Background: an optimization exercise with open tools, aiming at small area and a short achievable clock period. Do not read the settings as production practice. At most, simulation tests tie the RTL to the original design; equivalence was not proved. Power and IR drop assume default switching activity.

// step_top
module step_top
(
  input  logic                      clk,
  input  logic                      rst,
  input  logic [7:0]                address,
  input  logic [31:0]               writedata,
  input  logic                      write,
  input  logic                      read,
  output logic [31:0]               readdata,
  output logic [4-1:0] step,
  output logic [4-1:0] dir,
  output logic [4-1:0] enable
);
Settings: LEC_CHECK=0, ABC_AREA=1, CAP_MARGIN=20, CORE_MARGIN=2, CORE_UTILIZATION=40, CTS_CLUSTER_DIAMETER=100, CTS_CLUSTER_SIZE=20, SETUP_SLACK_MARGIN=4.0, SLEW_MARGIN=20, TNS_END_PERCENT=0; clock period 7.0 ns.
standard.sh (not shown) runs the stock make flow with config.mk's settings and CLKGATE_MAP_FILE= SYNTH_SCRIPT=/design/flow/synth_recipe.tcl, a recipe that flattens the netlist after the stock synthesis.
==> flow/flow/run.sh <==
#!/bin/bash
# The standard layout, with plain buffers (not delay cells) on the ports so that
# repair can size them; every port still gets its buffer as in the standard flow.
set -euo pipefail
cd "$(dirname "$0")/.."
bash standard.sh "BUFFER_PORTS_ARGS=-buffer_cell sky130_fd_sc_hd__buf_2" finish > make_finish.log 2>&1
Change:
--- a/flow/design.v
+++ b/flow/design.v
@@ -12,12 +12,14 @@
   input  logic        we_per,
   input  logic        we_pul,
   input  logic        we_dir,
   input  logic        stop,      
   input  logic        go,        
   input  logic        go_free,   
+  input  logic        stop_nx,   
+  input  logic        go_nx,
   output logic [1:0]  state,
   output logic [31:0] count,
   output logic [31:0] period,
   output logic [31:0] pulses,
   output logic        cfg_dir,
   output logic        step,
@@ -58,12 +60,13 @@
   logic        s_cnt;     
   logic [31:0] timer;
   logic        per_hi;    
   logic        pul_zero;  
   logic        last;      
   logic        step_q;
+  logic        t_clr;     
   logic        idle;
   logic        entry;
   logic        nx_free;
   logic        nx_cnt;
   logic [31:0] period_d;
   logic [31:0] pulses_d;
@@ -74,13 +77,16 @@
   logic        t_eq;
   assign idle  = ~(s_free | s_cnt);
   assign entry = idle & go;
   assign nx_free = (entry & go_free) | (s_free & ~stop);
   assign nx_cnt  = (entry & ~go_free) |
                    (s_cnt & ~stop & ~pul_zero & ~(step_q & last));
-  assign enable = nx_free | nx_cnt;
+  logic en_go, en_free, en_cnt;
+  logic pul_zero_d;
+  assign pul_zero_d = rst | (we_pul ? wd_zero : pul_zero);
+  assign enable = en_go | en_free | (en_cnt & ~(step_q & last));
   assign step   = step_q;
   logic per_w, per_k, pul_w, pul_k;
   assign per_w = ~rst & we_per;
   assign per_k = ~rst & ~we_per;
   assign pul_w = ~rst & we_pul;
   assign pul_k = ~rst & ~we_pul;
@@ -98,19 +104,23 @@
   assign cnt_k = ~(rst | entry) & ~step_q;
   always_ff @(posedge clk)
   begin
     period   <= period_d;
     pulses   <= pulses_d;
     per_hi   <= per_hi_d;
-    pul_zero <= rst | (we_pul ? wd_zero : pul_zero);
+    pul_zero <= pul_zero_d;
+    en_go    <= ~rst & ~(nx_free | nx_cnt) & go_nx;
+    en_free  <= ~rst & nx_free & ~stop_nx;
+    en_cnt   <= ~rst & nx_cnt & ~stop_nx & ~pul_zero_d;
     cfg_dir  <= ~rst & (we_dir ? wd[0] : cfg_dir);
     s_free   <= ~rst & nx_free;
     s_cnt    <= ~rst & nx_cnt;
     step_q   <= t_run & t_eq;
     last     <= ge32(c_inc, pulses_d);
-    if (idle)
+    t_clr    <= rst | ~(nx_free | nx_cnt);
+    if (t_clr)
       timer <= 32'd0;
     else if (step_q)
       timer <= 32'd1;
     else
       timer <= t_inc;
     count    <= ({32{cnt_s}} & c_inc) | ({32{cnt_k}} & count);
@@ -139,12 +149,21 @@
   logic [3:0] off;
   logic       axis_ok;
   logic       off_ok;
   logic       wd_zero;
   logic       wd_hi;
   logic       wr_err;
+  logic [3:0] c_stop_nx;
+  logic [3:0] c_go_nx;
+  always_comb
+    for (int i = 0; i < 4; i++)
+    begin
+      c_stop_nx[i] = ~rst & write & (page == 4'(i)) & (off == 4'd0) & writedata[0];
+      c_go_nx[i]   = ~rst & write & (page == 4'(i)) & (off == 4'd0) &
+                     (writedata[1] | writedata[2]);
+    end
   logic [3:0] c_stop;
   logic [3:0] c_go;       
   logic       c_free;     
   logic [3:0][1:0]  st;
   logic [3:0][31:0] cnt;
   logic [3:0][31:0] per;
@@ -158,18 +177,14 @@
   assign wd_hi   = |writedata[31:1];
   assign wd_zero = ~wd_hi & ~writedata[0];
   always_ff @(posedge clk)
   begin
     wr_err <= ~rst & (wr_err | (write & ~(axis_ok & off_ok)));
     c_free <= writedata[1];
-    for (int i = 0; i < 4; i++)
-    begin
-      c_stop[i] <= ~rst & write & (page == 4'(i)) & (off == 4'd0) & writedata[0];
-      c_go[i]   <= ~rst & write & (page == 4'(i)) & (off == 4'd0) &
-                   (writedata[1] | writedata[2]);
-    end
+    c_stop <= c_stop_nx;
+    c_go   <= c_go_nx;
   end
   for (genvar i = 0; i < 4; i++)
   begin : g_axis
     logic wsel;
     assign wsel = write & (page == 4'(i));
     step_axis u_axis
@@ -182,12 +197,14 @@
       .we_per  (wsel & (off == 4'd5)),
       .we_pul  (wsel & (off == 4'd6)),
       .we_dir  (wsel & (off == 4'd7)),
       .stop    (c_stop[i]),
       .go      (c_go[i]),
       .go_free (c_free),
+      .stop_nx (c_stop_nx[i]),
+      .go_nx   (c_go_nx[i]),
       .state   (st[i]),
       .count   (cnt[i]),
       .period  (per[i]),
       .pulses  (pul[i]),
       .cfg_dir (cdir[i]),
       .step    (step[i]),
After rerunning:
- maximum frequency shrinks by 4.8%
- area after synthesis grows by 1.9%
- hold slack degrades by 0.078 ns
- power grows by 2.8%
- routed wire length shrinks by about 5.6%
- count of clock-buffer cells in the layout grows by 1
- sequential cell count grows by 16
- register-to-register slack degrades by 0.19 ns
- utilization shrinks by 0.95 points
- clock skew shrinks by 0.0098 ns
Only the layout flow was run in the second run of this note; the RTL was not checked for function there.

==> afterwards: timing with drivers on the ports <==
The flow's constraints put no driver on any port. The routed layouts listed below were extracted and timed again, unchanged, in two steps. Step 1: set_driving_cell puts a clkbuf_16 on clk and a buf_2 on each other input, an assumption about the parent block. Step 2 moves the port delays by t, midway between the first and last clock arrival at a register: inputs arrive t later, outputs are due t later. That takes back most of the time a late clock gives input paths. Three values: no drivers, after step 1, after step 2; two values: the first two.
run | shift t [ns] | slack for setup (ns) | hold WS [ns] | worst data-port slew with drivers (ns)
the first run | 0.659 | 3.645 / 3.631 / 3.025 | 0.478 / 0.478 / 0.478 | 0.03
the second run | 0.657 | 3.475 / 3.511 / 2.855 | 0.400 / 0.400 / 0.400 | 0.07
After both steps every run listed still meets setup and hold.
